Background: an optimization exercise with open tools, aiming at small area. Do not read the settings as production practice.
At most, simulation tests tie the RTL to the original design; equivalence was not proved.
No functional check of the RTL was part of run 1.
No activity file was given, so power comes from the tool's default toggle rates.

===== flow/config.mk =====
export PLATFORM = sky130hd
export DESIGN_NAME = multi_button_debouncer
export DESIGN_NICKNAME = multi_button_debouncer
export VERILOG_FILES = /design/flow/design.v
export SDC_FILE = /design/flow/constraint.sdc
export NUM_CORES = 4
export LEC_CHECK = 0
export CAP_MARGIN = 20
export CORE_MARGIN = 2
export CORE_UTILIZATION = 40
export SLEW_MARGIN = 20

===== flow/constraint.sdc =====
create_clock -name core_clock -period 5.0 [get_ports {clk}]
set_input_delay 1.0000 -clock core_clock [delete_from_list [all_inputs] [get_ports {clk}]]
set_output_delay 1.0000 -clock core_clock [all_outputs]
set_load 0.01 [all_outputs]

===== flow/design.v =====
package mbd_pkg;
  localparam int CHANNELS_DEF = 8;
  localparam int FIELD_W      = 8;
  localparam int DELAY_W      = 16;
  localparam int EN_W         = 8;
  localparam int DATA_W       = 32;
  localparam int ADDR_W       = 3;
  localparam logic [DELAY_W-1:0] DELAY_RST = 16'd50;
  localparam logic REG_DELAY  = 1'b0;
  localparam logic REG_ENABLE = 1'b1;
endpackage
module mbd_cfg (
  input  logic                        clk,
  input  logic                        rst_n,
  input  logic                        psel,
  input  logic                        penable,
  input  logic                        pwrite,
  input  logic [mbd_pkg::ADDR_W-1:0]  paddr,
  input  logic [mbd_pkg::DATA_W-1:0]  pwdata,
  output logic [mbd_pkg::DATA_W-1:0]  prdata,
  output logic                        pready,
  output logic [mbd_pkg::DELAY_W-1:0] delay,
  output logic [mbd_pkg::EN_W-1:0]    enable
);
  logic [mbd_pkg::DELAY_W-1:0] delay_r;
  logic [mbd_pkg::EN_W-1:0]    enable_r;
  logic                        wr;
  logic                        sel;
  assign wr     = psel & penable & pwrite;
  assign sel    = paddr[mbd_pkg::ADDR_W-1];
  assign pready = 1'b1;
  assign delay  = delay_r;
  assign enable = enable_r;
  always_ff @(posedge clk) begin
    if (!rst_n) begin
      delay_r  <= mbd_pkg::DELAY_RST;
      enable_r <= '0;
    end else if (wr) begin
      if (sel == mbd_pkg::REG_DELAY) delay_r  <= pwdata[mbd_pkg::DELAY_W-1:0];
      else                           enable_r <= pwdata[mbd_pkg::EN_W-1:0];
    end
  end
  assign prdata = sel ? {{(mbd_pkg::DATA_W-mbd_pkg::EN_W){1'b0}}, enable_r}
                      : {{(mbd_pkg::DATA_W-mbd_pkg::DELAY_W){1'b0}}, delay_r};
endmodule
module mbd_lane (
  input  logic                        clk,
  input  logic                        step,    
  input  logic                        en,      
  input  logic                        raw,
  input  logic                        clr_p,
  input  logic                        clr_r,
  input  logic [mbd_pkg::DELAY_W-1:0] delay,
  output logic                        last_q,
  output logic                        stable_q,
  output logic                        press_q,
  output logic                        rel_q
);
  logic [mbd_pkg::DELAY_W-1:0] cnt_q;
  logic                        chg, upd;
  assign chg = raw ^ last_q;
  assign upd = ~chg & (last_q ^ stable_q) & (cnt_q >= delay);
  always_ff @(posedge clk) begin
    cnt_q <= (step & chg) ? '0 : cnt_q + {{(mbd_pkg::DELAY_W-1){1'b0}}, step};
  end
  always_ff @(posedge clk) begin
    if (step) begin
      last_q   <= en & raw;
      stable_q <= en & (stable_q ^ upd);
      press_q  <= en & ((press_q & ~clr_p) | (upd & raw));
      rel_q    <= en & ((rel_q & ~clr_r) | (upd & ~raw));
    end
  end
endmodule
module multi_button_debouncer #(
  parameter int CHANNELS = mbd_pkg::CHANNELS_DEF
) (
  input  logic                        clk,
  input  logic                        rst_n,
  input  logic                        in_valid,
  output logic                        in_ready,
  input  logic [mbd_pkg::FIELD_W-1:0] in_raw_levels,
  input  logic [mbd_pkg::FIELD_W-1:0] in_clear_pressed,
  input  logic [mbd_pkg::FIELD_W-1:0] in_clear_released,
  output logic                        out_valid,
  input  logic                        out_ready,
  output logic [mbd_pkg::FIELD_W-1:0] out_stable_levels,
  output logic [mbd_pkg::FIELD_W-1:0] out_previous_raw,
  output logic [mbd_pkg::FIELD_W-1:0] out_pressed_flags,
  output logic [mbd_pkg::FIELD_W-1:0] out_released_flags,
  input  logic                        psel,
  input  logic                        penable,
  input  logic                        pwrite,
  input  logic [mbd_pkg::ADDR_W-1:0]  paddr,
  input  logic [mbd_pkg::DATA_W-1:0]  pwdata,
  output logic [mbd_pkg::DATA_W-1:0]  prdata,
  output logic                        pready
);
  localparam int FW = mbd_pkg::FIELD_W;
  logic [mbd_pkg::DELAY_W-1:0] delay;
  logic [mbd_pkg::EN_W-1:0]    enable;
  logic          in_valid_r;
  logic [FW-1:0] raw_r, clr_p_r, clr_r_r;
  logic          out_valid_r;
  logic          adv, step;
  logic [FW-1:0] en;
  mbd_cfg u_cfg (
    .clk     (clk),
    .rst_n   (rst_n),
    .psel    (psel),
    .penable (penable),
    .pwrite  (pwrite),
    .paddr   (paddr),
    .pwdata  (pwdata),
    .prdata  (prdata),
    .pready  (pready),
    .delay   (delay),
    .enable  (enable)
  );
  assign adv      = in_valid_r & (~out_valid_r | out_ready);
  assign in_ready = ~in_valid_r | adv;
  assign step     = adv | ~rst_n;
  assign en       = enable & {FW{rst_n}};
  always_ff @(posedge clk) begin
    if (!rst_n) begin
      in_valid_r <= 1'b0;
    end else if (in_ready) begin
      in_valid_r <= in_valid;
    end
  end
  always_ff @(posedge clk) begin
    if (in_ready) begin
      raw_r   <= in_raw_levels;
      clr_p_r <= in_clear_pressed;
      clr_r_r <= in_clear_released;
    end
  end
  genvar i;
  generate
    for (i = 0; i < FW; i++) begin : g_lane
      mbd_lane u_lane (
        .clk      (clk),
        .step     (step),
        .en       (en[i]),
        .raw      (raw_r[i]),
        .clr_p    (clr_p_r[i]),
        .clr_r    (clr_r_r[i]),
        .delay    (delay),
        .last_q   (out_previous_raw[i]),
        .stable_q (out_stable_levels[i]),
        .press_q  (out_pressed_flags[i]),
        .rel_q    (out_released_flags[i])
      );
    end
  endgenerate
  always_ff @(posedge clk) begin
    if (!rst_n) begin
      out_valid_r <= 1'b0;
    end else if (adv) begin
      out_valid_r <= 1'b1;
    end else if (out_ready) begin
      out_valid_r <= 1'b0;
    end
  end
  assign out_valid = out_valid_r;
endmodule

===== flow/flow/run.sh =====
#!/bin/bash
# Standard layout with smaller port buffers and a clock tree of small buffers
# without dummy loads. Each tool's output is in orfs/logs; make's own output
# goes to make_finish.log.
set -euo pipefail
bash standard.sh \
  "BUFFER_PORTS_ARGS=-buffer_cell sky130_fd_sc_hd__buf_1" \
  "CTS_ARGS=-sink_clustering_enable -repair_clock_nets -dont_use_dummy_load -buf_list {sky130_fd_sc_hd__clkbuf_2 sky130_fd_sc_hd__clkbuf_4 sky130_fd_sc_hd__clkbuf_8}" \
  finish > make_finish.log 2>&1

===== flow/standard.sh =====
#!/bin/bash
# synth_recipe.tcl (not shown) runs the flow's synth.tcl, then flattens the netlist and writes it again
# the make line also repeats each setting of config.mk as NAME=value (left out here)
make -C /OpenROAD-flow-scripts/flow DESIGN_CONFIG=/design/flow/config.mk WORK_HOME=/design/flow/orfs CLKGATE_MAP_FILE= SYNTH_SCRIPT=/design/flow/synth_recipe.tcl "${@:-finish}"

==> summary.txt, run 1 <==
The primary flip-flop cell chosen by synthesis mapping is sky130_fd_sc_hd__dfxtp_1. Fill cells in the final layout number 2795. Ranked by total cell area, the synthesized netlist is headed by sky130_fd_sc_hd__dfxtp_1, sky130_fd_sc_hd__ha_1, sky130_fd_sc_hd__edfxtp_1. The number of instances in the synthesized netlist came out at 1226. Among cell families on the critical path, the largest total delay comes from simple AND/OR/NAND/NOR gates. Counting every sink on the clock net gives 210. The critical path goes through buf_1 -> nor2b_1 -> o21a_1 -> inv_2 -> ha_1 -> nand3_1 -> nor4_1 -> nand3_1 -> xor2_1 -> nor2_1. The number of max-capacitance violations reported came out at 0. The final weighted congestion in routability-driven placement came out at 0.778. The number of antenna diodes in the final layout is 0. After clock tree synthesis, the clock-pin slew on the worst setup and hold paths is 0.06 ns. The initial antenna violation count was 0. The worst clock skew on the final layout came out at 0.0621 ns.

The utilization after layout came out at 44.2%. In this run, synthesis inferred 56 flip-flops with an integrated enable. The longest clock path from root to sink contains 3 buffers. Adding up every negative setup slack in the final design gives 0 ns.

The die height is 175 um. In this run the remaining antenna-violating nets after routing total 0. For this run, the detailed router's first-pass iteration total came to 5.

In this run, flip-flops and latches consume 53.0% of the power. TritonCTS built the clock tree. The worst-case IR drop observed on VDD is 0.196 mV. The maximum cell stage delay along the critical path came out at 0.82 ns. The post-synthesis cell type with the largest combined area is sky130_fd_sc_hd__dfxtp_1. The worst setup path is launched from an input pin. The mean instance size in the synthesized netlist came out at 9.55 um^2. The post-layout net count came out at 1525.

The initial standard-cell utilization of the core came out at 40.7%. The clock network fraction of design power came out at 34.3%. The portion of synthesized cell area occupied by the leading cell type came out at 26.3%. The number of buffers added on ports came out at 97. The switching power came out at 0.999 mW. During synthesis, Yosys emitted a total of 3 warnings. After detailed routing, the total wire length is 27.1 mm.

STA puts the critical path data required time at 5.43 ns. In this run the power density over the cells is 293 nW/um^2. The highest fanout seen on the critical path is 40. The count of final setup violators is 0.

The number of cell instances on the worst register-to-register path came out at 9. The fraction of the yosys area taken by sequential cells came out at 40.7%. The remaining routing DRC violations is 0. In this run, synthesis produced a sequential element count of 210.

The final hold violation count came to 0. The netlist area before placement came out at 11700 um^2. The via count of the first global-routing pass came out at 8439. The post-cts sizing count is 0. The cell internal power dissipation is 2.73 mW. The total global routing track utilization is 17.8%. The floorplan has 62 rows. Buffers inserted during clock tree synthesis total 37. The first-pass GRT wire length is 43.6 mm. Global routing finished with a remaining overflow of 0.

The placement-stage worst setup slack came out at 0.926 ns. The share of cells above drive strength 1 came out at 4.27%. The violation count after the first detailed-routing iteration came out at 437.

The die is 175 um wide. The total setup buffers inserted after CTS is 0. Derived from the worst setup path, the maximum achievable clock frequency is 0.284 GHz. The number of hold buffers added after CTS is 0. The number of pins exceeding their max-slew limit in the final report came out at 0. The number of levels the H-tree was split into is 2. Along the worst hold path, the cell count comes to 2. The critical path depth in cells is 10. The clock period minus worst slack is 3.52 ns.

The pin slew with the least headroom to its limit came out at 1.05 ns. Across all setup checks in the final design, the least slack found is 1.48 ns. The area of the die came out at 30700 um^2. Summing all flip-flop and latch instances after layout gives 4760 um^2.

The average via count per standard cell came out at 5.13. The worst setup path is captured at a register. The part of the total power dissipated in combinational logic came out at 12.7%. Setup repair after global routing left no endpoint under its margin. Data arrives at the worst endpoint at 3.95 ns.

The maximum number of pins on one net before global-route repair is 52. The class of the tightest hold or removal check is register to register. The cell leakage power came out at 5.15 nW. The footprint of the multi-input gates came out at 6400 um^2.

The insertion delay to the later sink of the worst-skew pair is 0.52 ns. The critical path in this run is classified as input pin to register. The distinct cell type count after synthesis came out at 47. Together, buffers and inverters on the worst path number 2.

The async set-reset flop share out of synthesis came out at 0%. The total I/O pin count is 133. The largest individual stage delay along the critical path comes from the cell sky130_fd_sc_hd__inv_2. The total vias in the final route came out at 8713.

The switching power as a share of total power came out at 26.8%. The most prevalent standard cell on the critical path is sky130_fd_sc_hd__nand3_1. The flow ran to the end and the layout has no timing, DRC or antenna violations. The average detailed-routed wire length per instance is 16.0 um. The headroom to the max-slew limit came out at 29.5%. In this run the standard cell core region covers 28800 um^2.

The final clock period utilization by the worst path came out at 70.4%. Overall power consumption after layout is estimated at 3.73 mW. The area added between synthesis and finish came out at 8.77%. Clock tree synthesis selected as its root buffer the cell sky130_fd_sc_hd__clkbuf_8. Detailed placement finished with a half-perimeter wire length of 18.8 mm.
## state kept, by name, summed over array words and instances (netlist names)
signal	flops
g_lane.u_lane.stable_q	8
u_cfg.enable_r	8
in_valid_r	1
clr_p_r	8
clr_r_r	8
g_lane.u_lane.press_q	8
g_lane.u_lane.last_q	8
g_lane.u_lane.cnt_q	128
g_lane.u_lane.rel_q	8
u_cfg.delay_r	16
out_valid_r	1
raw_r	8
## through the flow
stage,std cells,cell area [um^2],hold slack (ns)
after floorplan,1241,11800,0.443
after global placement,1659,12200,0.451
after detailed placement,1659,12200,0.457
after CTS,1696,12700,0.465
after global routing,1697,12700,0.488
final,1697,12700,0.462
## logic make-up (layout without fill, tap and decap cells)
family / after synthesis / count (layout) / synth area share, %
mux: 9 / 9 / 0.780
other cells: 2 / 17 / 0.0641
simple gates: 455 / 455 / 19.1
flops: 210 / 210 / 40.7
compound gates: 176 / 176 / 9.86
fa+ha+maj: 151 / 151 / 16.0
xor+xnor: 111 / 111 / 8.30
buf+inv: 112 / 184 / 5.16
## cells in the final DEF, fill, tap and decap left out, drive strengths merged, types with 3 or more instances in the layout
cell	count
dfxtp	154
nor2	148
ha	144
buf	102
nand2	97
xor2	73
nand3	63
edfxtp	56
inv	44
a21oi	41
xnor2	38
clkbuf	38
o21ai	35
nand4	32
a21o	23
nor2b	22
a21boi	22
and3	20
and4	19
conb	17
nand2b	14
a2111oi	12
or3	9
o211ai	9
o21a	8
mux2i	8
nand4b	7
maj3	7
nand3b	7
a211oi	6
a31oi	6
nor3	5
o32ai	4
or4b	4
o2111ai	3
or2	3
o31ai	3
## path summary, 6_finish.rpt
path	slack, ns	startpoint	end
worst min-delay path	0.46	u_cfg.delay_r[14]	u_cfg.delay_r[14]
worst max register to register	1.65	out_valid_r	g_lane[0].u_lane.cnt_q[15]
worst max-delay path	1.48	out_ready	g_lane[0].u_lane.cnt_q[15]
worst min register to register	0.46	u_cfg.delay_r[14]	u_cfg.delay_r[14]
## Yosys cell counts (all sizes together) (14+ instances only)
cell type,instances
dfxtp,154
nor2,148
ha,144
nand2,97
xor2,73
nand3,63
edfxtp,56
buf,49
inv,44
a21oi,41
xnor2,38
o21ai,35
nand4,32
a21o,23
a21boi,22
nor2b,22
and3,20
and4,19
clkbuf,19
nand2b,14
## worst reg2reg max path: stages (launching register included)
cell and delay (ns):
sky130_fd_sc_hd__dfxtp_1 0.30, sky130_fd_sc_hd__nor2b_1 0.16, sky130_fd_sc_hd__o21a_1 0.40, sky130_fd_sc_hd__inv_2 0.83, sky130_fd_sc_hd__ha_1 0.33, sky130_fd_sc_hd__nand3_1 0.20
sky130_fd_sc_hd__nor4_1 0.58, sky130_fd_sc_hd__nand3_1 0.20, sky130_fd_sc_hd__xor2_1 0.17, sky130_fd_sc_hd__nor2_1 0.09
## cell type report
cell class	count	share of cell area (%)
multi-input cells	919	50.3
flip-flops and latches	210	37.4
clock buffers	37	4.00
well taps	384	3.77
repair buffers	103	3.22
inverters	44	1.30
## power by group through the flow
| stage | registers, mW | clock network (mW) | logic [mW] |
|---|---|---|---|
| after CTS | 1.98 | 1.33 | 0.477 |
| after global routing | 2.00 | 1.40 | 0.549 |
| after global placement | 2.01 | 0 | 0.459 |
| after detailed placement | 2.01 | 0 | 0.471 |
| final | 1.98 | 1.28 | 0.473 |
| after floorplan | 1.98 | 0 | 0.377 |
## metal layers
| layer | up-vias | routed length, um | global-route usage [%] |
|---|---|---|---|
| met5 | - | 0 | 0 |
| met4 | 0 | 500 | 4.24 |
| met3 | 44 | 1090 | 2.87 |
| met2 | 162 | 12400 | 29.4 |
| met1 | 4063 | 13100 | 24.4 |
| li1 | 4444 | - | - |
==> run 2, diff against run 1 <==
--- a/flow/design.v
+++ b/flow/design.v
@@ -58,9 +58,16 @@
 );
   logic [mbd_pkg::DELAY_W-1:0] cnt_q;
-  logic                        chg, upd;
+  logic chg, upd, ge;
+  logic [16:0] c;
+  always_comb begin
+    c[0] = 1'b1;
+    for (int k = 0; k < 16; k++) c[k+1] = (cnt_q[k] & ~delay[k]) | (c[k] & (cnt_q[k] | ~delay[k]));
+  end
+  assign ge = c[16];
   assign chg = raw ^ last_q;
-  assign upd = ~chg & (last_q ^ stable_q) & (cnt_q >= delay);
+  assign upd = ~chg & (last_q ^ stable_q) & ge;
   always_ff @(posedge clk) begin
-    cnt_q <= (step & chg) ? '0 : cnt_q + {{(mbd_pkg::DELAY_W-1){1'b0}}, step};
+    for (int k = 0; k < 16; k++)
+      cnt_q[k] <= ~(step & chg) & (cnt_q[k] ^ (step & (&(cnt_q | ~((16'd1 << k) - 16'd1)))));
   end
   always_ff @(posedge clk) begin
==> flow/flow/run.sh (replaced) <==
#!/bin/bash
# Standard layout, except: synthesis maps with an area-oriented ABC script
# (flow/abc_area.script, through flow/synth.tcl, which otherwise is the standard flow's
# standard synthesis script), port buffers are the smallest buffer, and the
# clock tree uses larger sink clusters without dummy loads.
# Each tool's output is in orfs/logs; make's own output goes to make_finish.log.
set -euo pipefail
export MY_ABC_SCRIPT=$PWD/flow/abc_area.script
bash standard.sh \
  "SYNTH_SCRIPT=$PWD/flow/synth.tcl" \
  "BUFFER_PORTS_ARGS=-buffer_cell sky130_fd_sc_hd__buf_1" \
  "CTS_ARGS=-sink_clustering_enable -repair_clock_nets -dont_use_dummy_load -sink_clustering_size 20 -sink_clustering_max_diameter 80 -buf_list {sky130_fd_sc_hd__clkbuf_8}" \
  finish > make_finish.log 2>&1
==> flow/flow/abc_area.script (new file) <==
&get -n
&st
&dch
&nf -R 1000
&put
buffer -c
topo
stime -c
upsize -c
dnsize -c
==> flow/flow/synth.tcl (new file) <==
proc synth {args} { yosys synth -nofsm -noshare {*}$args }
proc abc {args} {
  set i [lsearch -exact $args -script]
  if {$i >= 0} { set args [lreplace $args [expr {$i+1}] [expr {$i+1}] $::env(MY_ABC_SCRIPT)] }
  yosys abc {*}$args
}
source $::env(SCRIPTS_DIR)/synth.tcl
# left out here: clear keep_hierarchy, flatten, clean up, hide names made inside functions, write 1_2_yosys.v
--- a/flow/config.mk
+++ b/flow/config.mk
@@ -8,4 +8,5 @@
 export CAP_MARGIN = 20
 export CORE_MARGIN = 2
-export CORE_UTILIZATION = 40
+export CORE_UTILIZATION = 60
+export PLACE_DENSITY = 0.75
 export SLEW_MARGIN = 20
==> run 2 against run 1 <==
The layout now fails its checks (negative setup slack). Maximum frequency shrank 37%. Sequential share of layout area grew 7.5 points. Total power shrank 13%. Area after synthesis shrank 18%. Synthesized cell count shrank 20%. Global-route usage grew 5.5 points. Count of clock-buffer cells in the layout shrank 23. First-iteration DRC count shrank 13%. Die area shrank 44%. Critical endpoint is now g_lane[7].u_lane.stable_q. Critical path depth grew 10. Via count shrank 18%. Worst setup slack lost 2.1 ns.
==> summary.txt, run 2 <==
The run finished, with violations left. The run did not pass the layout checks because of negative setup slack. The number of buffers added on ports came out at 97 (unchanged). The maximum cell stage delay along the critical path came to 0.41 ns (-0.41 ns). The number of buffers inserted during clock tree synthesis was 14 (-62%).

The most prevalent standard cell on the critical path is sky130_fd_sc_hd__maj3_2. The area of the die came out at 17100 um^2 (-44%). The maximum VDD drop is 0.239 mV (+22%).

The number of nets still failing antenna checks after routing is 0 (unchanged). Grouping stages by cell kind, the critical path spends the most delay in adder cells. The via count of the first global-routing pass is 6686 (-21%).

The number of placement rows came out at 46 (-26%). The wire length reported by the detailed router is 19.8 mm (-27%). The instance count after placement with tap cells included is 1275 (-23%). The final worst setup slack came out at -0.609 ns (-2.09 ns).

The required arrival time at the worst endpoint is 5.26 ns (-0.17 ns). The number of synthesized register bits came out at 210 (unchanged). In the layout the commonest cells are sky130_fd_sc_hd__dfxtp_1, sky130_fd_sc_hd__maj3_2, sky130_fd_sc_hd__nor2_1, sky130_fd_sc_hd__buf_1, sky130_fd_sc_hd__a21oi_1. The power density normalized to cell area came to 307 nW/um^2 (+4.9%). TritonCTS built the clock tree.

The final weighted congestion in routability-driven placement is 0.792 (+1.7%). The clock sink total is 210 (unchanged). The remaining routing DRC violations is 0 (unchanged). The most flop-heavy register is g_lane.u_lane.cnt_q.

The initial antenna violation count is 0 (unchanged). The highest fanout seen on the critical path was 5 (-88%). The number of buffers between clock root and the deepest sink is 3 (unchanged).

The synthesized design spends more area on one cell type than any other, namely sky130_fd_sc_hd__dfxtp_1. The portion of synthesized cell area occupied by the leading cell type came out at 32.0% (+5.7 points). The fmax came out at 0.178 GHz (-37%). The average via count per standard cell is 5.53 (+7.6%). The kind of critical path is register to register. In the final layout, the registers with the most flip-flops are g_lane.u_lane.cnt_q (128), u_cfg.delay_r (16). The worst clock skew on the final layout came to 0.0232 ns (-0.0389 ns). The distinct cell type count after synthesis came to 38 (-19%). The buffer and inverter count on the worst path is 1 (-1). Sorting the synthesized cells by area gives the leading types as sky130_fd_sc_hd__dfxtp_1, sky130_fd_sc_hd__edfxtp_1, sky130_fd_sc_hd__maj3_2. The total I/O pin count is 133 (unchanged). The endpoint type of the worst setup path is a register. The sum of negative setup slack is -9.63 ns (-9.63 ns). The path class of the tightest hold or removal check is register to register. The area added between synthesis and finish came out at 10.3%. The signal on the critical path passes through buf_6 -> nand2b_4 -> maj3_2 -> maj3_2 -> maj3_2 -> maj3_2 -> maj3_2 -> maj3_2 -> maj3_2 -> maj3_2 -> maj3_2 -> maj3_2 -> maj3_2 -> maj3_2 -> maj3_2 -> maj3_2 -> maj3_2 -> and3_4 -> xnor2_2 -> nor2_1. The overflow left after global routing is 0 (unchanged). The first-pass GRT wire length is 32.0 mm (-27%). The maximum number of pins on one net before global-route repair was 49 (-5.8%). The most common cell after layout, fill and taps aside is sky130_fd_sc_hd__dfxtp_1. The pin slew with the least headroom to its limit is 0.893 ns (-0.161 ns). The fraction of the yosys area taken by sequential cells is 49.5% (+8.8 points). The async set-reset flop share out of synthesis was 0% (unchanged).

The number of instances in the synthesized netlist was 976 (-20%). The average detailed-routed wire length per instance is 15.3 um (-4.1%). The number of pins exceeding their max-slew limit in the final report came out at 0 (unchanged). The insertion delay to the later sink of the worst-skew pair was 0.51 ns (about the same). The count of final setup violators was 24 (+24). The final clock period utilization by the worst path came out at 112% (+42 points). The share of cells above drive strength 1 was 20.1% (+16 points). The arrival time of the worst setup path came out at 5.87 ns (+1.92 ns). The clock transition at the registers of the reported paths was 0.12 ns (+0.06 ns). The violation count after the first detailed-routing iteration is 381 (-13%). The post-layout net count is 1152 (-24%). The iteration count of the initial detailed-routing pass is 4 (-1). The headroom to the max-slew limit came to 40.4% (+11 points). The total global routing track utilization was 23.3% (+5.5 points). The total vias in the final route is 7140 (-18%). The cell at the slowest stage of the critical path is sky130_fd_sc_hd__dfxtp_4.

The total of warnings raised by yosys came out at 3 (unchanged). The die height came out at 131 um (-25%). The cell leakage power is 3.98 nW (-23%). The count of flip-flops with a built-in enable after synthesis is 56 (unchanged). The number of levels the H-tree was split into came out at 1 (-1). The initial standard-cell utilization of the core was 61.0% (+20 points). The post-DP HPWL is 14.0 mm (-25%).

The netlist area before placement is 9630 um^2 (-18%). The core area is 15800 um^2 (-45%). The most frequent cell after synthesis is sky130_fd_sc_hd__dfxtp_1. The die boundary width is 131 um (-25%). The primary flip-flop cell chosen by synthesis mapping is sky130_fd_sc_hd__dfxtp_1. The number of max-capacitance violations reported is 0 (unchanged). CTS placed an instance of sky130_fd_sc_hd__clkbuf_8 at the clock tree root. The number of antenna diodes was 0 (unchanged). The final hold violation count came to 0 (unchanged). The clock period minus worst slack is 5.61 ns (+2.09 ns). The kind of launch point of the worst setup path is a register.

Setup repair after global routing could not meet its margin everywhere. The mean instance size in the synthesized netlist came out at 9.86 um^2 (+3.3%). The final non-filler cell total came out at 1292 (-24%). The number of flip-flops in the largest register is 128 (unchanged). In the synthesized netlist, the cells that appear most often are sky130_fd_sc_hd__dfxtp_1, sky130_fd_sc_hd__nor2_1, sky130_fd_sc_hd__a21oi_1. The worst hold margin came to 0.513 ns (+0.0507 ns).
run 2: changes by cell type after synthesis, moves of 54 or more:
cell / delta
sky130_fd_sc_hd__a21oi_1: +61
sky130_fd_sc_hd__ha_1: -136
sky130_fd_sc_hd__maj3_2: +68
sky130_fd_sc_hd__nand2_1: -72
sky130_fd_sc_hd__nand3_1: -54
sky130_fd_sc_hd__nor3_1: +66
sky130_fd_sc_hd__xor2_1: -71
run 2: worst paths after layout:
path                               from                    endpoint  slack, ns  cells after the start
max reg2reg            u_cfg.delay_r[0]   g_lane[7].u_lane.stable_q      -0.61                     20
max                    u_cfg.delay_r[0]   g_lane[7].u_lane.stable_q      -0.61                     20
min          g_lane[2].u_lane.cnt_q[15]  g_lane[2].u_lane.cnt_q[15]       0.51                      1
min reg2reg  g_lane[2].u_lane.cnt_q[15]  g_lane[2].u_lane.cnt_q[15]       0.51                      1
run 2: final cells by class:
cell class / instances / area (um^2)
Fill cell: 1314 / 5150
Sequential cell: 210 / 4770
Multi-Input combinational cell: 694 / 4610
Timing Repair Buffer: 141 / 709
Tap cell: 216 / 270
Clock buffer: 14 / 193
Inverter: 17 / 67.6
run 2: cells by family (layout without fill, tap and decap cells):
logic type      after synthesis  after routing  share of synthesized area [%]
buf+inv                      87            172                           5.30
fa+ha+maj                   118            118                           13.4
flops                       210            210                           49.5
xor+xnor                     32             32                           2.91
compound gates              199            199                           11.7
mux                           1              1                          0.117
simple gates                327            327                           17.0
other cells                   2             17                         0.0780
run 2: routing by layer:
metal | track usage, % | part of all wire (%)
met1 | 30.2 | 44
met2 | 41.8 | 50
met3 | 2.57 | 3.3
met4 | 6.20 | 2.2
met5 | 0 | 0
run 2: per-stage QoR:
step	setup WS (ns)	utilization [%]	instance area (um^2)	total power, mW
floorplan	-0.360	-	9780	2.36
detailed placement	-0.545	65.1	10300	2.54
CTS	-0.596	66.8	10500	3.28
global placement	-0.533	65.1	10300	2.52
finish	-0.609	67.3	10600	3.26
global route	-0.779	67.3	10600	3.42
run 2: power by group:
group	total (mW)	internal [mW]	switching (mW)
Clock	0.757	0.256	0.501
Combinational	0.578	0.307	0.271
Sequential	1.93	1.86	0.0719
Total	3.26	2.42	0.844
run 2: timing repair:
action / 4_1_cts / 5_1_grt
pin swaps: 12 / 9
cloned: 0 / 0
endpoints found under the setup margin: 24 / 24
buffers inserted: 2 / 1
hold buffers: 0 / 0
resized for setup: 13 / 17
==> run 3, diff against run 2 <==
--- a/flow/flow/run.sh
+++ b/flow/flow/run.sh
@@ -10,4 +10,4 @@
   "SYNTH_SCRIPT=$PWD/flow/synth.tcl" \
   "BUFFER_PORTS_ARGS=-buffer_cell sky130_fd_sc_hd__buf_1" \
-  "CTS_ARGS=-sink_clustering_enable -repair_clock_nets -dont_use_dummy_load -sink_clustering_size 20 -sink_clustering_max_diameter 80 -buf_list {sky130_fd_sc_hd__clkbuf_8}" \
+  "CTS_ARGS=-sink_clustering_enable -repair_clock_nets -dont_use_dummy_load -sink_clustering_size 30 -sink_clustering_max_diameter 120 -buf_list {sky130_fd_sc_hd__clkbuf_16}" \
   finish > make_finish.log 2>&1
==> run 3 against run 2 <==
The layout still fails its checks (negative setup slack). Sequential share of layout area is 0.23 points lower. Hold slack worse by 0.0093 ns. Clock skew is 0.0025 ns lower. Synthesized cell count stayed put. Critical path type unchanged. Largest cell class unchanged.
==> summary.txt, run 3 <==
The core area came out at 15800 um^2 (unchanged). The mean instance size in the synthesized netlist came to 9.86 um^2 (unchanged). The share of cells above drive strength 1 is 19.9% (-0.19 points). The initial antenna violation count was 0 (unchanged). The wire length reported by the detailed router is 19.9 mm (+0.51%). The total of warnings raised by yosys is 3 (unchanged). The top cell types in the final layout, fill and taps aside, are sky130_fd_sc_hd__dfxtp_1, sky130_fd_sc_hd__maj3_2, sky130_fd_sc_hd__nor2_1, sky130_fd_sc_hd__buf_1, sky130_fd_sc_hd__a21oi_1. The async set-reset flop share out of synthesis came out at 0% (unchanged). The clock sink total was 210 (unchanged).

TritonCTS built the clock tree. The number of levels the H-tree was split into was 1 (unchanged). The count of final setup violators came out at 24 (unchanged). The arrival time of the worst setup path is 5.78 ns (-0.09 ns).

The count of flip-flops with a built-in enable after synthesis is 56 (unchanged). The class of the tightest hold or removal check is register to register. The worst clock skew on the final layout came to 0.0206 ns (-0.00254 ns). By instance count, the leading cell after synthesis is sky130_fd_sc_hd__dfxtp_1.

The primary flip-flop cell chosen by synthesis mapping is sky130_fd_sc_hd__dfxtp_1. The fmax came to 0.180 GHz (+0.98%). The library cell used most frequently in the layout, excluding fill and tap cells, is sky130_fd_sc_hd__dfxtp_1. The iteration count of the initial detailed-routing pass came out at 4 (unchanged). The area of the die is 17100 um^2 (unchanged). The area fraction in and, or, nand and nor cells after synthesis is 17.0% (unchanged). The headroom to the max-slew limit came to 40.9% (+0.54 points). The number of antenna diodes came out at 0 (unchanged). The complex-gate fraction of the synthesized area is 11.7% (unchanged).

The tree is rooted in a sky130_fd_sc_hd__clkbuf_16. The final hold violation count came out at 0 (unchanged). The worst setup path is captured at a register. The die boundary width came to 131 um (unchanged). The number of max-capacitance violations reported is 0 (unchanged). The insertion delay to the later sink of the worst-skew pair came out at 0.46 ns (-0.05 ns). Compared with the post-synthesis result, the final layout area differs by 10.9%. The initial standard-cell utilization of the core came out at 61.0% (unchanged). The number of instances in the synthesized netlist is 976 (unchanged). The post-layout net count is 1147 (-0.43%). The reasons given for failing layout checks are negative setup slack.

The biggest area contributor in the post-synthesis netlist is sky130_fd_sc_hd__dfxtp_1. The final weighted congestion in routability-driven placement came out at 0.792 (unchanged). After synthesis, the largest family of logic cells by area is simple AND/OR/NAND/NOR gates.

The number of buffers between clock root and the deepest sink was 3 (unchanged). The number of synthesized register bits is 210 (unchanged). The first-pass GRT wire length was 32.3 mm (+1.1%). The fraction of the yosys area taken by sequential cells came out at 49.5% (unchanged).

The average detailed-routed wire length per instance is 15.5 um (+0.90%). The required arrival time at the worst endpoint is 5.23 ns (-0.03 ns). The highest fanout seen on the critical path came to 5 (unchanged). The pin slew with the least headroom to its limit is 0.885 ns (-0.00815 ns). The number of placement rows came out at 46 (unchanged). The worst setup path is launched from a register. The maximum number of pins on one net before global-route repair is 49 (unchanged). The total I/O pin count was 133 (unchanged). The distinct cell type count after synthesis came out at 38 (unchanged). The largest registers in the layout are g_lane.u_lane.cnt_q (128), u_cfg.delay_r (16). The overflow left after global routing came to 0 (unchanged). The final worst setup slack is -0.555 ns (+0.0542 ns). The power density normalized to cell area came out at 316 nW/um^2 (+2.9%).

The die height came out at 131 um (unchanged). The portion of synthesized cell area occupied by the leading cell type is 32.0% (unchanged). The via count of the first global-routing pass is 6789 (+1.5%).

The netlist area before placement is 9630 um^2 (unchanged). Setup repair after global routing could not meet its margin everywhere. The violation count after the first detailed-routing iteration is 426 (+12%). The number of flip-flops in the largest register was 128 (unchanged). The share of synthesized cell area in full adder, half adder and majority cells is 13.4% (unchanged).

The clock period minus worst slack is 5.55 ns (-0.0542 ns). The final clock period utilization by the worst path came out at 111% (-1.1 points). The number of hold buffers added after CTS came out at 0 (unchanged). Counting instances in the post-synthesis netlist gives the leading cell types as sky130_fd_sc_hd__dfxtp_1, sky130_fd_sc_hd__nor2_1, sky130_fd_sc_hd__a21oi_1. The instance count after placement with tap cells included is 1275 (unchanged).

The most flop-heavy register is g_lane.u_lane.cnt_q. The total global routing track utilization came to 23.4% (about the same). The total vias in the final route came out at 7181 (+0.57%). The post-DP HPWL is 14.0 mm (unchanged).

The flow ran to the end, but the layout failed its checks. The number of buffers inserted during clock tree synthesis came out at 10 (-4). The clock transition at the registers of the reported paths is 0.11 ns (about the same).

The final non-filler cell total is 1287 (-0.39%). The sum of negative setup slack is -9.86 ns (-0.228 ns). The remaining routing DRC violations was 0 (unchanged). The mux cell area share after synthesis is 0.117% (unchanged). The maximum VDD drop came to 0.254 mV (+6.3%).

The number of buffers added on ports came out at 97 (unchanged). The number of nets still failing antenna checks after routing is 0 (unchanged). The average via count per standard cell is 5.58 (+0.96%). The number of pins exceeding their max-slew limit in the final report came to 0 (unchanged). The post-synthesis xor/xnor area fraction came out at 2.91% (unchanged).

The worst hold margin is 0.504 ns (-0.00931 ns). The kind of critical path is register to register. By area the synthesized netlist is led by sky130_fd_sc_hd__dfxtp_1, sky130_fd_sc_hd__edfxtp_1, sky130_fd_sc_hd__maj3_2.

The cell leakage power is 4.00 nW (+0.51%).
-- run 3: cell counts after synthesis --
Identical to the previous run, type by type.
-- run 3: per-stage QoR --
stage | util, % | area [um^2] | power, mW | setup slack [ns]
finish | 67.7 | 10700 | 3.38 | -0.555
global route | 67.7 | 10700 | 3.52 | -0.741
CTS | 67.2 | 10600 | 3.38 | -0.582
detailed placement | 65.1 | 10300 | 2.54 | -0.545
global placement | 65.1 | 10300 | 2.52 | -0.533
floorplan | - | 9780 | 2.36 | -0.360
-- run 3: worst max-delay path: stages, from the launching register on --
cell and delay (ns):
sky130_fd_sc_hd__dfxtp_4 0.42, sky130_fd_sc_hd__nand2b_4 0.05, sky130_fd_sc_hd__maj3_2 0.29, sky130_fd_sc_hd__maj3_2 0.32
sky130_fd_sc_hd__maj3_2 0.29, sky130_fd_sc_hd__maj3_2 0.29, sky130_fd_sc_hd__maj3_2 0.29, sky130_fd_sc_hd__maj3_2 0.30
sky130_fd_sc_hd__maj3_2 0.29, sky130_fd_sc_hd__maj3_2 0.29, sky130_fd_sc_hd__maj3_2 0.30, sky130_fd_sc_hd__maj3_2 0.30
sky130_fd_sc_hd__maj3_2 0.29, sky130_fd_sc_hd__maj3_2 0.30, sky130_fd_sc_hd__maj3_2 0.29, sky130_fd_sc_hd__maj3_2 0.29
sky130_fd_sc_hd__maj3_2 0.33, sky130_fd_sc_hd__and3_4 0.22, sky130_fd_sc_hd__xnor2_2 0.11, sky130_fd_sc_hd__nor2_1 0.06
-- run 3: cell type report --
type,instances,area [um^2]
flip-flops and latches,210,4770
multi-input cells,694,4620
clock buffers,10,250
fillers,1281,5100
repair buffers,140,694
inverters,17,67.6
well taps,216,270
-- run 3: kinds of logic (layout without fill, tap and decap cells) --
family / count (synthesis) / in the layout
buf+inv: 87 / 167
other cells: 2 / 17
xor+xnor: 32 / 32
compound gates: 199 / 199
mux: 1 / 1
flops: 210 / 210
fa+ha+maj: 118 / 118
simple gates: 327 / 327
-- run 3: timing repair --
action	CTS	global route
setup buffers	2	0
pin swaps	13	11
gates resized for setup	13	17
setup endpoints to repair	24	24
-- run 3: routing by layer --
layer / vias to the layer above / routed length, um / track usage [%]
li1: 3610 / - / -
met4: 0 / 280 / 5.13
met1: 3439 / 8730 / 29.8
met5: - / 0 / 0
met3: 16 / 584 / 2.20
met2: 116 / 10300 / 43.0
-- run 3: final timing paths --
path,cells after the start,slack [ns],start,end
setup / recovery,19,-0.55,u_cfg.delay_r[0],g_lane[2].u_lane.stable_q
hold / removal,1,0.50,g_lane[2].u_lane.cnt_q[15],g_lane[2].u_lane.cnt_q[15]
setup reg to reg,19,-0.55,u_cfg.delay_r[0],g_lane[2].u_lane.stable_q
hold reg to reg,1,0.50,g_lane[2].u_lane.cnt_q[15],g_lane[2].u_lane.cnt_q[15]
-- run 3: where the power goes --
group	switching [mW]	internal [mW]
Sequential	0.0725	1.86
Combinational	0.275	0.308
Clock	0.500	0.364
==> run 4, diff against run 3 <==
--- a/flow/flow/run.sh
+++ b/flow/flow/run.sh
@@ -10,4 +10,4 @@
   "SYNTH_SCRIPT=$PWD/flow/synth.tcl" \
   "BUFFER_PORTS_ARGS=-buffer_cell sky130_fd_sc_hd__buf_1" \
-  "CTS_ARGS=-sink_clustering_enable -repair_clock_nets -dont_use_dummy_load -sink_clustering_size 30 -sink_clustering_max_diameter 120 -buf_list {sky130_fd_sc_hd__clkbuf_16}" \
+  "CTS_ARGS=-sink_clustering_enable -repair_clock_nets -dont_use_dummy_load -sink_clustering_size 16 -sink_clustering_max_diameter 60 -buf_list {sky130_fd_sc_hd__clkbuf_8}" \
   finish > make_finish.log 2>&1
==> flow/flow/abc_area.script (replaced) <==
&get -n
&st
&dch
&nf -R 15
&put
buffer -c
topo
stime -c
upsize -c
dnsize -c
==> run 4 against run 3 <==
Now clean on timing, DRC and antenna. Total power down 4.7%. Sequential share of layout area up 0.67 points. Wire length up 6.9%. Cell count up 5.7%. Hold slack better by 0.0076 ns. Via count up 9.5%. Flip-flop and latch count unchanged. Maximum frequency up 72%. Area after synthesis up 4.2%.
==> summary.txt, run 4 <==
The flow ran to the end and the layout has no timing, DRC or antenna violations. The mean instance size in the synthesized netlist came out at 9.23 um^2 (-6.4%). The arrival time of the worst setup path was 3.47 ns (-2.31 ns).

The count of flip-flops with a built-in enable after synthesis came out at 56 (unchanged). Counting flops per register, the top entry is g_lane.u_lane.cnt_q. The cell leakage power is 3.59 nW (-10%). The via count of the first global-routing pass is 7221 (+6.4%). The layout filler cell count is 1427 (+11%).

The area of the die was 17800 um^2 (+4.1%). The maximum VDD drop came out at 0.246 mV (-3.3%). The initial antenna violation count is 0 (unchanged).

The area growth from synthesis to layout is 4.63%. The instance area at placement came to 10300 um^2 (-0.18%). The wire length reported by the detailed router came to 21.3 mm (+6.9%). The total of warnings raised by yosys came out at 3 (unchanged).

In the post-synthesis netlist, the biggest area contributors are sky130_fd_sc_hd__dfxtp_1, sky130_fd_sc_hd__edfxtp_1, sky130_fd_sc_hd__a21oi_1. The number of hold buffers added after CTS is 0 (unchanged). The worst hold margin is 0.511 ns (+0.00756 ns). For this run, the leading register cell type out of synthesis is sky130_fd_sc_hd__dfxtp_1.

The worst clock skew on the final layout came out at 0.0384 ns (+0.0178 ns). The required arrival time at the worst endpoint is 5.24 ns (about the same). The post-DP HPWL came out at 15.3 mm (+9.0%). The fmax is 0.309 GHz (+72%). The total vias in the final route is 7862 (+9.5%). The number of buffers inserted during clock tree synthesis came out at 17 (+7). The number of nets still failing antenna checks after routing came out at 0 (unchanged).

The final hold violation count was 0 (unchanged). The final non-filler cell total is 1360 (+5.7%). The placement-stage worst setup slack came to 1.31 ns (+1.86 ns). The share of cells above drive strength 1 is 7.81% (-12 points). The number of levels the H-tree was split into came out at 1 (unchanged).

The fraction of the yosys area taken by sequential cells came to 47.5% (-2.0 points). The highest fanout seen on the critical path was 16 (+11). The core area is 16500 um^2 (+4.4%). The clock transition at the registers of the reported paths came to 0.09 ns (-0.02 ns).

The count of final setup violators came out at 0 (-100%). In this run the critical register-to-register path is launched from u_cfg.delay_r[2]. The final non-filler cell area is 10500 um^2 (-1.6%).

The number of flip-flops in the largest register was 128 (unchanged). The library cell used most frequently in the layout, excluding fill and tap cells, is sky130_fd_sc_hd__dfxtp_1. The commonest cells after synthesis are sky130_fd_sc_hd__dfxtp_1, sky130_fd_sc_hd__nor2_1, sky130_fd_sc_hd__a21oi_1. The iteration count of the initial detailed-routing pass came out at 5 (+1).

The maximum number of pins on one net before global-route repair came out at 43 (-12%). The most frequent cell after synthesis is sky130_fd_sc_hd__dfxtp_1. The number of buffers added on ports is 97 (unchanged). STA classifies the critical path startpoint as a register. The class of the tightest hold or removal check is register to register.

The internal reg-to-reg setup slack came out at 1.77 ns (+2.32 ns). The distinct cell type count after synthesis came to 57 (+50%). The power density normalized to cell area is 307 nW/um^2 (-3.1%). The netlist area before placement was 10000 um^2 (+4.2%). The clock sink total came to 210 (unchanged). The total I/O pin count came out at 133 (unchanged). The average detailed-routed wire length per instance is 15.6 um (+1.1%).

The number of cell instances on the worst register-to-register path was 13 (-6). The number of antenna diodes is 0 (unchanged). The insertion delay to the later sink of the worst-skew pair was 0.51 ns (+0.05 ns). The first-pass GRT wire length is 34.4 mm (+6.4%). The sum of negative setup slack was 0 ns (+9.86 ns).

The total global routing track utilization is 23.5% (+0.17 points). The clock tree from TritonCTS is done. The portion of synthesized cell area occupied by the leading cell type came out at 30.7% (-1.3 points).

Setup repair after global routing left no endpoint under its margin. The final worst setup slack came out at 1.77 ns (+2.32 ns). The number of synthesized register bits came out at 210 (unchanged).

The post-cts sizing count came out at 0 (-13). The initial standard-cell utilization of the core was 60.9% (-0.10 points). The final weighted congestion in routability-driven placement came to 0.776 (-2.0%). The number of placement rows is 47 (+2.2%). The pin slew with the least headroom to its limit came out at 1.05 ns (+0.160 ns).

The final clock period utilization by the worst path came to 64.7% (-46 points). STA classifies the critical path endpoint as a register. The overflow left after global routing came out at 0 (unchanged). The instance count after placement with tap cells included is 1342 (+5.3%). The number of buffers between clock root and the deepest sink came out at 3 (unchanged).

The clock period minus worst slack is 3.23 ns (-2.32 ns). The die height came out at 133 um (+2.0%). The post-synthesis cell type with the largest combined area is sky130_fd_sc_hd__dfxtp_1.

The worst register-to-register path ends at g_lane[4].u_lane.stable_q. The top cell types in the final layout, fill and taps aside, are sky130_fd_sc_hd__dfxtp_1, sky130_fd_sc_hd__nor2_1, sky130_fd_sc_hd__a21oi_1, sky130_fd_sc_hd__buf_1, sky130_fd_sc_hd__nor3_1. The headroom to the max-slew limit came out at 30.1% (-11 points). The post-layout net count was 1216 (+6.0%). The violation count after the first detailed-routing iteration came out at 437 (+2.6%). The async set-reset flop share out of synthesis is 0% (unchanged). The cell sitting at the root of the clock tree is a sky130_fd_sc_hd__clkbuf_8.

The number of instances in the synthesized netlist came out at 1087 (+11%). The critical path starts at u_cfg.delay_r[2]. The largest registers in the layout are g_lane.u_lane.cnt_q (128), u_cfg.delay_r (16). The average via count per standard cell is 5.78 (+3.6%). The total setup buffers inserted after CTS is 0 (-2). The kind of critical path is register to register. The remaining routing DRC violations was 0 (unchanged). The number of pins exceeding their max-slew limit in the final report is 0 (unchanged). The number of max-capacitance violations reported is 0 (unchanged). The overall power after layout is 3.22 mW (-4.7%). The critical path ends at g_lane[4].u_lane.stable_q.

The utilization after layout came out at 63.8% (-3.9 points). The die boundary width came to 133 um (+2.0%).
==> run 4: cell types whose count changed after synthesis, moves of 17 or more <==
cell,delta
sky130_fd_sc_hd__maj3_2,-68
sky130_fd_sc_hd__maj3_1,-41
sky130_fd_sc_hd__nand2_1,+39
sky130_fd_sc_hd__and3_1,-34
sky130_fd_sc_hd__o22ai_1,+34
sky130_fd_sc_hd__nand2b_1,+29
sky130_fd_sc_hd__and3_4,+23
sky130_fd_sc_hd__inv_1,+17
==> run 4: per-layer routing <==
metal / global-route usage (%) / vias up / part of all wire [%]
met4: 7.39 / 0 / 2.7
li1: - / 3957 / -
met3: 3.54 / 34 / 3.6
met2: 40.9 / 137 / 48
met5: 0 / - / 0
met1: 30.3 / 3734 / 45
==> run 4: kinds of logic (layout without fill, tap and decap cells) <==
group | after synthesis | count (layout) | synth area share, %
other | 2 | 17 | 0.0749
buffers and inverters | 107 | 145 | 6.11
AO/OA/AOI/OAI | 309 | 309 | 19.7
AND/OR/NAND/NOR | 417 | 417 | 22.7
adder cells (fa/ha/maj) | 9 | 9 | 1.10
XOR/XNOR | 33 | 33 | 2.88
flip-flops | 210 | 210 | 47.5
==> run 4: layout make-up <==
type,instances,area (um^2),area share [%]
sequential,210,4760,45.4
multi-input combinational,785,4710,44.9
timing repair buffer,104,419,3.99
tap,220,275,2.62
clock buffer,17,234,2.23
inverter,24,90.1,0.858
==> run 4: how the worst min path moves through the flow <==
stage / startpoint / to / slack [ns] / cells after the start
3_5_place_dp: g_lane[2].u_lane.cnt_q[15] / g_lane[2].u_lane.cnt_q[15] / 0.49 / 1
2_1_floorplan: g_lane[2].u_lane.cnt_q[15] / g_lane[2].u_lane.cnt_q[15] / 0.46 / 1
6_report: g_lane[2].u_lane.cnt_q[15] / g_lane[2].u_lane.cnt_q[15] / 0.51 / 1
4_1_cts: g_lane[2].u_lane.cnt_q[15] / g_lane[2].u_lane.cnt_q[15] / 0.51 / 1
3_3_place_gp: g_lane[2].u_lane.cnt_q[15] / g_lane[2].u_lane.cnt_q[15] / 0.48 / 1
5_1_grt: g_lane[2].u_lane.cnt_q[15] / g_lane[2].u_lane.cnt_q[15] / 0.55 / 1
==> run 4: worst max-delay path: stages (launching register included) <==
cell and delay (ns):
sky130_fd_sc_hd__dfxtp_1 0.44, sky130_fd_sc_hd__inv_1 0.31, sky130_fd_sc_hd__a221o_1 0.41, sky130_fd_sc_hd__a311oi_1 0.30
sky130_fd_sc_hd__o311ai_1 0.14, sky130_fd_sc_hd__a22o_1 0.21, sky130_fd_sc_hd__a31oi_1 0.15, sky130_fd_sc_hd__o221ai_1 0.15
sky130_fd_sc_hd__a311oi_1 0.29, sky130_fd_sc_hd__nor2_1 0.09, sky130_fd_sc_hd__o221ai_1 0.17, sky130_fd_sc_hd__nor2_1 0.11
sky130_fd_sc_hd__xnor2_1 0.15, sky130_fd_sc_hd__nor2_1 0.06
==> run 4: where the power goes <==
part           total [mW]  leakage, nW  switching (mW)  internal, mW
Combinational       0.423         1.62           0.221         0.202
Clock               0.820        0.122           0.512         0.307
Sequential           1.98         1.84           0.119          1.86
==> run 5, diff against run 4 <==
==> flow/flow/abc_area.script (replaced) <==
&get -n
&st
&dch
&nf -R 30
&put
buffer -c
topo
stime -c
upsize -c
dnsize -c
==> run 5 against run 4 <==
Flip-flop and latch count unchanged. Hold slack got worse by 0.021 ns. Worst setup slack got worse by 0.43 ns. First-iteration DRC count decreased by 9.2%. Area after synthesis decreased by 3.4%. Largest power group unchanged. Maximum frequency decreased by 12%. Combinational power decreased by 4.7%. Still clean on timing, DRC and antenna. Register-to-register slack got worse by 0.43 ns. Design area decreased by 2.6%.
==> summary.txt, run 5 <==
The violation count after the first detailed-routing iteration came out at 397 (-9.2%). The average via count per standard cell is 5.89 (+1.9%). The area added between synthesis and finish is 5.45%. The number of placement rows came out at 46 (-2.1%). The mean instance size in the synthesized netlist came out at 9.13 um^2 (-1.1%). The number of buffers between clock root and the deepest sink came out at 3 (unchanged).

The total global routing track utilization was 24.3% (+0.79 points). The worst setup path is launched from a register. STA classifies the critical path endpoint as a register. The average detailed-routed wire length per instance came to 16.0 um (+2.5%). The remaining routing DRC violations came out at 0 (unchanged). The clock transition at the registers of the reported paths is 0.10 ns (about the same). The number of nets still failing antenna checks after routing is 0 (unchanged). The initial standard-cell utilization of the core is 61.2% (+0.31 points). The number of max-capacitance violations reported is 0 (unchanged).

The internal reg-to-reg setup slack is 1.33 ns (-0.43 ns). The number of flip-flops in the largest register was 128 (unchanged). The buffer and inverter count on the worst path came out at 1 (unchanged). In the layout the commonest cells are sky130_fd_sc_hd__dfxtp_1, sky130_fd_sc_hd__nor2_1, sky130_fd_sc_hd__a21oi_1, sky130_fd_sc_hd__buf_1, sky130_fd_sc_hd__nor3_1.

The initial antenna violation count was 0 (unchanged). The overflow left after global routing is 0 (unchanged). The final clock period utilization by the worst path came out at 73.3% (+8.6 points). The clock sink total came to 210 (unchanged).

The critical path is of the register to register type. The total setup buffers inserted after CTS is 0 (unchanged). The fraction of the yosys area taken by sequential cells came out at 49.2% (+1.7 points). The total I/O pin count is 133 (unchanged). The pin slew with the least headroom to its limit came out at 1.06 ns (+0.0104 ns). In this run the worst hold path is classified as register to register. The number of levels the H-tree was split into is 1 (unchanged). The highest fanout seen on the critical path is 7 (-9).

Setup repair after global routing left no endpoint under its margin. The number of buffers added on ports is 97 (unchanged). The most common cell in the synthesized netlist is sky130_fd_sc_hd__dfxtp_1. The cell leakage power was 3.63 nW (+1.4%). The post-cts sizing count came out at 0 (unchanged). The post-layout net count came out at 1196 (-1.6%).

The distinct cell type count after synthesis was 49 (-14%). Sorting the synthesized cells by area gives the leading types as sky130_fd_sc_hd__dfxtp_1, sky130_fd_sc_hd__edfxtp_1, sky130_fd_sc_hd__a21oi_1. The final non-filler cell total came out at 1336 (-1.8%). The total of warnings raised by yosys was 3 (unchanged).

The instance count after placement with tap cells included is 1318 (-1.8%). The first-pass GRT wire length came to 34.9 mm (+1.3%). The headroom to the max-slew limit is 29.4% (-0.70 points).

The portion of synthesized cell area occupied by the leading cell type came out at 31.8% (+1.1 points). The required arrival time at the worst endpoint came to 5.27 ns (+0.03 ns). The biggest area contributor in the post-synthesis netlist is sky130_fd_sc_hd__dfxtp_1. The core area came out at 15800 um^2 (-3.9%). The number of pins exceeding their max-slew limit in the final report came out at 0 (unchanged). The maximum number of pins on one net before global-route repair came to 43 (unchanged).

The clock tree from TritonCTS is done. The maximum VDD drop is 0.229 mV (-6.7%). The die boundary width came out at 131 um (-1.7%). The final hold violation count is 0 (unchanged). More flip-flops sit in one register than any other, and that register is g_lane.u_lane.cnt_q. Clock tree synthesis selected as its root buffer the cell sky130_fd_sc_hd__clkbuf_8. The power density normalized to cell area is 313 nW/um^2 (+2.0%). The final weighted congestion in routability-driven placement is 0.837 (+7.8%). The post-DP HPWL is 15.0 mm (-1.8%). The sum of negative setup slack is 0 ns (unchanged). The clock period minus worst slack came out at 3.67 ns (+0.432 ns). The number of antenna diodes is 0 (unchanged). The most common cell after layout, fill and taps aside is sky130_fd_sc_hd__dfxtp_1. The critical path goes through inv_2 -> o22ai_2 -> a31oi_1 -> a221oi_2 -> o2bb2ai_1 -> maj3_2 -> maj3_2 -> maj3_2 -> maj3_2 -> maj3_2 -> o21bai_2 -> a21oi_1 -> o21a_1 -> a21oi_1 -> nor2_1.

The total vias in the final route came out at 7867 (+0.064%). The netlist area before placement is 9690 um^2 (-3.4%). The area of the die was 17200 um^2 (-3.3%). The flow ran to the end and the layout has no timing, DRC or antenna violations.

The async set-reset flop share out of synthesis came out at 0% (unchanged). The primary flip-flop cell chosen by synthesis mapping is sky130_fd_sc_hd__dfxtp_1. The cell family contributing the most delay on the critical path is adder cells. The worst clock skew on the final layout was 0.0327 ns (-0.00566 ns). The worst hold margin is 0.490 ns (-0.0213 ns).

The wire length reported by the detailed router came out at 21.4 mm (+0.67%). Among the stages of the critical path, the cell type that occurs most often is sky130_fd_sc_hd__maj3_2. The largest registers in the layout are g_lane.u_lane.cnt_q (128), u_cfg.delay_r (16). The number of buffers inserted during clock tree synthesis came to 17 (unchanged). The via count of the first global-routing pass was 7246 (+0.35%). The number of hold buffers added after CTS is 0 (unchanged). For this design, the slowest cell found on the critical path is sky130_fd_sc_hd__dfxtp_1. By count the netlist is led by sky130_fd_sc_hd__dfxtp_1, sky130_fd_sc_hd__nor2_1, sky130_fd_sc_hd__a21oi_1. The number of instances in the synthesized netlist came to 1062 (-2.3%). The insertion delay to the later sink of the worst-skew pair came out at 0.51 ns (about the same).

The share of cells above drive strength 1 is 4.29% (-3.5 points). The arrival time of the worst setup path is 3.94 ns (+0.47 ns). The die height came to 131 um (-1.7%). The number of synthesized register bits came out at 210 (unchanged). The count of flip-flops with a built-in enable after synthesis was 56 (unchanged). The fmax is 0.273 GHz (-12%). The count of final setup violators came out at 0 (unchanged). The iteration count of the initial detailed-routing pass was 5 (unchanged). The maximum cell stage delay along the critical path is 0.54 ns (+0.10 ns).
run 5: changes by cell type after synthesis, sizes merged, moves of 5 or more:
cell and change:
nand2b -32, maj3 +16, a22oi -5, a311oi -6
a21oi +7, inv +5, nand2 -12, a31oi -5
nor2b -12, o22ai +5
run 5: final cells by class:
type,instances,area [um^2]
repair buffers,110,462
flip-flops and latches,210,4760
multi-input cells,753,4380
clock buffers,17,234
well taps,216,270
fillers,1390,5610
inverters,30,113
run 5: path summary, 6_finish.rpt:
kind | from | end | cells after the start
worst max-delay path | u_cfg.delay_r[0] | g_lane[7].u_lane.press_q | 15
worst min-delay path | g_lane[3].u_lane.cnt_q[15] | g_lane[3].u_lane.cnt_q[15] | 1
worst max register to register | u_cfg.delay_r[0] | g_lane[7].u_lane.press_q | 15
worst min register to register | g_lane[3].u_lane.cnt_q[15] | g_lane[3].u_lane.cnt_q[15] | 1
run 5: worst reg2reg max path, cell delays in order, from the launching register on:
cell and delay (ns):
sky130_fd_sc_hd__dfxtp_1 0.54, sky130_fd_sc_hd__inv_2 0.15, sky130_fd_sc_hd__o22ai_2 0.12, sky130_fd_sc_hd__a31oi_1 0.11, sky130_fd_sc_hd__a221oi_2 0.19, sky130_fd_sc_hd__o2bb2ai_1 0.11
sky130_fd_sc_hd__maj3_2 0.31, sky130_fd_sc_hd__maj3_2 0.31, sky130_fd_sc_hd__maj3_2 0.31, sky130_fd_sc_hd__maj3_2 0.31, sky130_fd_sc_hd__maj3_2 0.31, sky130_fd_sc_hd__o21bai_2 0.12
sky130_fd_sc_hd__a21oi_1 0.10, sky130_fd_sc_hd__o21a_1 0.22, sky130_fd_sc_hd__a21oi_1 0.15, sky130_fd_sc_hd__nor2_1 0.06
run 5: logic make-up after synthesis:
kind of cell             Yosys count  share of synthesized area, %
AND/OR/NAND/NOR                  369                          18.6
AO/OA/AOI/OAI                    309                          20.0
buffers and inverters            114                          6.31
other                              2                        0.0775
multiplexers                       2                         0.232
adder cells (fa/ha/maj)           25                          2.85
flip-flops                       210                          49.2
XOR/XNOR                          31                          2.80
run 5: per-stage QoR:
stage                     setup WS [ns]  cell area [um^2]  util, %  total power [mW]
after floorplan                    1.15              9750        -              2.31
after global placement             1.07              9970     63.0              2.39
after detailed placement           1.01              9970     63.0              2.40
after CTS                          1.34             10200     64.5              3.22
after global routing               1.20             10200     64.6              3.35
final                              1.33             10200     64.6              3.20
run 5: routing by layer:
metal  vias up  track usage [%]  share of wire, %
met5         -                0                 0
met4         0             7.97               2.9
met3        48             3.55               4.7
met2       189             42.7                49
met1      3749             30.9                43
li1       3881                -                 -
run 5: where the power goes:
group | total, mW | leakage (nW) | internal (mW) | switching [mW]
Clock | 0.826 | 0.122 | 0.307 | 0.519
Combinational | 0.403 | 1.67 | 0.185 | 0.217
Sequential | 1.97 | 1.84 | 1.86 | 0.112
==> run 6, diff against run 5 <==
==> flow/flow/run.sh (replaced) <==
#!/bin/bash
# Standard layout, except: synthesis maps with an area-oriented ABC script
# (flow/abc_area.script, through flow/synth.tcl, which otherwise is the standard flow's
# standard synthesis script); the floorplan removes synthesis buffers (global
# placement is not timing driven); one tie cell per constant; port buffers are
# the smallest buffer; the clock tree uses larger sink clusters without dummy
# loads. Each tool's output is in orfs/logs; make's own output goes to
# make_finish.log.
set -euo pipefail
export MY_ABC_SCRIPT=$PWD/flow/abc_area.script
bash standard.sh \
  "SYNTH_SCRIPT=$PWD/flow/synth.tcl" \
  "REMOVE_ABC_BUFFERS=1" \
  "SKIP_REPAIR_TIE_FANOUT=1" \
  "BUFFER_PORTS_ARGS=-buffer_cell sky130_fd_sc_hd__buf_1" \
  "CTS_ARGS=-sink_clustering_enable -repair_clock_nets -dont_use_dummy_load -sink_clustering_size 30 -sink_clustering_max_diameter 120 -buf_list {sky130_fd_sc_hd__clkbuf_8 sky130_fd_sc_hd__clkbuf_16}" \
  finish > make_finish.log 2>&1
==> flow/flow/abc_area.script (replaced) <==
&get -n
&st
&dch
&nf -R 30
&put
--- a/flow/config.mk
+++ b/flow/config.mk
@@ -9,4 +9,5 @@
 export CORE_MARGIN = 2
 export CORE_UTILIZATION = 60
+export GPL_TIMING_DRIVEN = 0
 export PLACE_DENSITY = 0.75
 export SLEW_MARGIN = 20
==> run 6 against run 5 <==
Flip-flop and latch count unchanged. Count of clock-buffer cells in the layout shrank 7. Clock power grew 4.4%. Combinational power shrank 2%. Core utilization grew 0.051 points. First-iteration DRC count is 0.50% higher. Non-clock buffer count decreased by 6. Maximum frequency is 15% lower.
==> summary.txt, run 6 <==
The run finished with no timing, DRC or antenna violations. In the layout the commonest cells are sky130_fd_sc_hd__dfxtp_1, sky130_fd_sc_hd__nor2_1, sky130_fd_sc_hd__a21oi_1, sky130_fd_sc_hd__buf_1, sky130_fd_sc_hd__nor3_1. Yosys attributes the largest share of cell area to sky130_fd_sc_hd__dfxtp_1, sky130_fd_sc_hd__edfxtp_1, sky130_fd_sc_hd__a21oi_1.

The final weighted congestion in routability-driven placement came out at 0.781 (-6.7%). The pin slew with the least headroom to its limit came out at 1.13 ns (+0.0785 ns). The violation count after the first detailed-routing iteration was 399 (+0.50%). The clock tree from TritonCTS is done. The total of warnings raised by yosys came to 3 (unchanged). The clock sink total is 210 (unchanged). The power density normalized to cell area came out at 317 nW/um^2 (+1.5%). The met2 usage came out at 40.2% (-2.5 points).

The average detailed-routed wire length per instance was 15.3 um (-4.5%). The global-route met1 utilization was 30.3% (-0.54 points). More flip-flops sit in one register than any other, and that register is g_lane.u_lane.cnt_q. The number of flip-flops in the largest register came out at 128 (unchanged). The maximum VDD drop is 0.261 mV (+14%). The area of the die is 16900 um^2 (-1.6%). The worst setup path is captured at a register. The first-pass GRT wire length was 32.0 mm (-8.1%).

The placement-stage worst setup slack is 0.552 ns (-0.458 ns). The layout filler cell count is 1375 (-1.1%). The number of pins exceeding their max-slew limit in the final report came out at 0 (unchanged). The initial antenna violation count came out at 0 (unchanged). The clock transition at the registers of the reported paths is 0.11 ns (about the same).

The wire length reported by the detailed router was 20.0 mm (-6.5%). The portion of synthesized cell area occupied by the leading cell type came out at 32.4% (+0.55 points). The post-cts sizing count was 0 (unchanged). The area occupied by registers was 4760 um^2 (unchanged). The footprint of the multi-input gates is 4310 um^2 (-1.6%). Setup repair after global routing left no endpoint under its margin.

The total I/O pin count was 133 (unchanged). The fmax came to 0.232 GHz (-15%). The post-layout net count is 1168 (-2.3%). In the final layout, the registers with the most flip-flops are g_lane.u_lane.cnt_q (128), u_cfg.delay_r (16). The number of max-capacitance violations reported is 0 (unchanged). For this run, the leading register cell type out of synthesis is sky130_fd_sc_hd__dfxtp_1. The netlist area before placement is 9530 um^2 (-1.7%). The post-synthesis cell type with the largest combined area is sky130_fd_sc_hd__dfxtp_1. The die boundary width was 130 um (-0.82%). The total vias in the final route came out at 7646 (-2.8%).

The overflow left after global routing was 0 (unchanged). The commonest cells after synthesis are sky130_fd_sc_hd__dfxtp_1, sky130_fd_sc_hd__nor2_1, sky130_fd_sc_hd__a21oi_1. The cell leakage power came out at 3.52 nW (-3.2%). The layer flagged by global routing as most heavily used is met2. The required arrival time at the worst endpoint came out at 5.30 ns (+0.03 ns). The met3 usage in global routing was 2.62% (-0.93 points). The headroom to the max-slew limit was 24.4% (-5.0 points). The cell at the root of the clock tree is sky130_fd_sc_hd__clkbuf_16. The area growth from synthesis to layout is 6.56%. The number of buffers inserted during clock tree synthesis came to 10 (-7). The utilization after layout is 64.6% (about the same). The worst setup path is launched from a register. The clock period minus worst slack is 4.30 ns (+0.636 ns). The remaining routing DRC violations is 0 (unchanged). The fraction of the yosys area taken by sequential cells is 50.0% (+0.85 points).

The via count of the first global-routing pass came out at 6956 (-4.0%). The average via count per standard cell came out at 5.85 (-0.73%). The arrival time of the worst setup path is 4.60 ns (+0.66 ns). The count of flip-flops with a built-in enable after synthesis came out at 56 (unchanged). The async set-reset flop share out of synthesis is 0% (unchanged).

The highest fanout seen on the critical path was 14 (+7). The overall power after layout came out at 3.22 mW (+0.86%). The total setup buffers inserted after CTS was 0 (unchanged). The iteration count of the initial detailed-routing pass is 5 (unchanged). The worst clock skew on the final layout came out at 0.0232 ns (-0.00950 ns). By instance count, the leading cell after synthesis is sky130_fd_sc_hd__dfxtp_1. The number of instances in the synthesized netlist is 1027 (-3.3%). The share of cells above drive strength 1 is 2.29% (-2.0 points). The kind of critical path is register to register. The number of buffers between clock root and the deepest sink is 3 (unchanged). The number of placement rows is 46 (unchanged). The insertion delay to the later sink of the worst-skew pair came out at 0.46 ns (-0.05 ns).

The library cell used most frequently in the layout, excluding fill and tap cells, is sky130_fd_sc_hd__dfxtp_1. In this run the worst hold path is classified as register to register. The die height is 130 um (-0.82%).

The worst hold margin came out at 0.491 ns (+0.00137 ns). The total global routing track utilization came out at 23.2% (-1.1 points). The initial standard-cell utilization of the core came to 60.6% (-0.59 points). The number of hold buffers added after CTS came out at 0 (unchanged). The final clock period utilization by the worst path came out at 86.0% (+13 points).

The number of buffers added on ports came out at 97 (unchanged). The maximum number of pins on one net before global-route repair came out at 43 (unchanged). The count of final setup violators came out at 0 (unchanged). The number of synthesized register bits came out at 210 (unchanged). The post-DP HPWL came out at 14.3 mm (-4.4%). The number of antenna diodes is 0 (unchanged). The core area came out at 15700 um^2 (-0.73%). The mean instance size in the synthesized netlist is 9.28 um^2 (+1.7%).

The distinct cell type count after synthesis is 40 (-18%). The final hold violation count came to 0 (unchanged). The number of nets still failing antenna checks after routing came out at 0 (unchanged). The final worst setup slack was 0.698 ns (-0.636 ns).

The number of levels the H-tree was split into is 1 (unchanged).
==> run 6: changes by cell type after synthesis, moves of 2 or more <==
| cell | before | now |
|---|---|---|
| sky130_fd_sc_hd__clkbuf_1 | 35 | 0 |
| sky130_fd_sc_hd__inv_1 | 22 | 0 |
| sky130_fd_sc_hd__and2_0 | 0 | 17 |
| sky130_fd_sc_hd__maj3_2 | 5 | 0 |
| sky130_fd_sc_hd__and2_1 | 17 | 0 |
| sky130_fd_sc_hd__mux2_1 | 0 | 2 |
| sky130_fd_sc_hd__mux2_2 | 2 | 0 |
| sky130_fd_sc_hd__nand2b_1 | 13 | 17 |
| sky130_fd_sc_hd__clkinv_1 | 5 | 30 |
| sky130_fd_sc_hd__or2b_1 | 4 | 0 |
| sky130_fd_sc_hd__maj3_1 | 12 | 17 |
| sky130_fd_sc_hd__inv_2 | 3 | 0 |
==> run 6: worst max-delay path, stage by stage, from the launching register on <==
cell                        delay [ns]
sky130_fd_sc_hd__dfxtp_1          0.51
sky130_fd_sc_hd__clkinv_1         0.45
sky130_fd_sc_hd__o22ai_1          0.26
sky130_fd_sc_hd__a31oi_1          0.06
sky130_fd_sc_hd__a221oi_1         0.23
sky130_fd_sc_hd__o2bb2ai_1        0.12
sky130_fd_sc_hd__maj3_1           0.36
sky130_fd_sc_hd__maj3_1           0.36
sky130_fd_sc_hd__maj3_1           0.36
sky130_fd_sc_hd__maj3_1           0.36
sky130_fd_sc_hd__maj3_1           0.36
sky130_fd_sc_hd__o21bai_1         0.13
sky130_fd_sc_hd__a21oi_1          0.08
sky130_fd_sc_hd__o21a_1           0.22
sky130_fd_sc_hd__nand2_1          0.09
sky130_fd_sc_hd__nor3b_1          0.19
==> run 6: cell type report <==
cell class                 instances  area share (%)
clock buffer                      10            2.46
inverter                          30            1.12
multi-input combinational        738            42.4
sequential                       210            46.9
tap                              216            2.66
timing repair buffer             104            4.40
==> run 6: final timing paths <==
check / from / to / slack [ns] / cells past startpoint
worst min-delay path: g_lane[3].u_lane.cnt_q[15] / g_lane[3].u_lane.cnt_q[15] / 0.49 / 1
worst min register to register: g_lane[3].u_lane.cnt_q[15] / g_lane[3].u_lane.cnt_q[15] / 0.49 / 1
worst max register to register: u_cfg.delay_r[3] / g_lane[7].u_lane.stable_q / 0.70 / 15
worst max-delay path: u_cfg.delay_r[3] / g_lane[7].u_lane.stable_q / 0.70 / 15
==> run 6: per-layer routing <==
metal | vias up | wire [um]
li1 | 3860 | -
met1 | 3628 | 9100
met2 | 133 | 9590
met3 | 25 | 687
met4 | 0 | 643
met5 | - | 0
==> run 6: kinds of logic after synthesis <==
kind of cell | Yosys count | synth area share [%]
buf+inv | 79 | 5.04
fa+ha+maj | 25 | 2.84
flops | 210 | 50.0
other cells | 2 | 0.0788
mux | 2 | 0.236
compound gates | 309 | 20.2
simple gates | 369 | 18.8
xor+xnor | 31 | 2.85
==> run 6: metrics by stage <==
| stage | instances | cell area (um^2) | TNS [ns] |
|---|---|---|---|
| final | 1308 | 10200 | 0 |
| after global routing | 1308 | 10200 | 0 |
| after CTS | 1308 | 10100 | 0 |
| after detailed placement | 1298 | 9900 | 0 |
| after global placement | 1291 | 9800 | -105.47 |
| after floorplan | 978 | 9160 | 0 |
==> run 6: power by group <==
| group | switching (mW) | internal [mW] | leakage, nW | total [mW] |
|---|---|---|---|---|
| registers | 0.112 | 1.86 | 1.84 | 1.97 |
| clock network | 0.499 | 0.364 | 0.123 | 0.862 |
| logic | 0.210 | 0.184 | 1.55 | 0.394 |
| total | 0.821 | 2.40 | 3.52 | 3.22 |
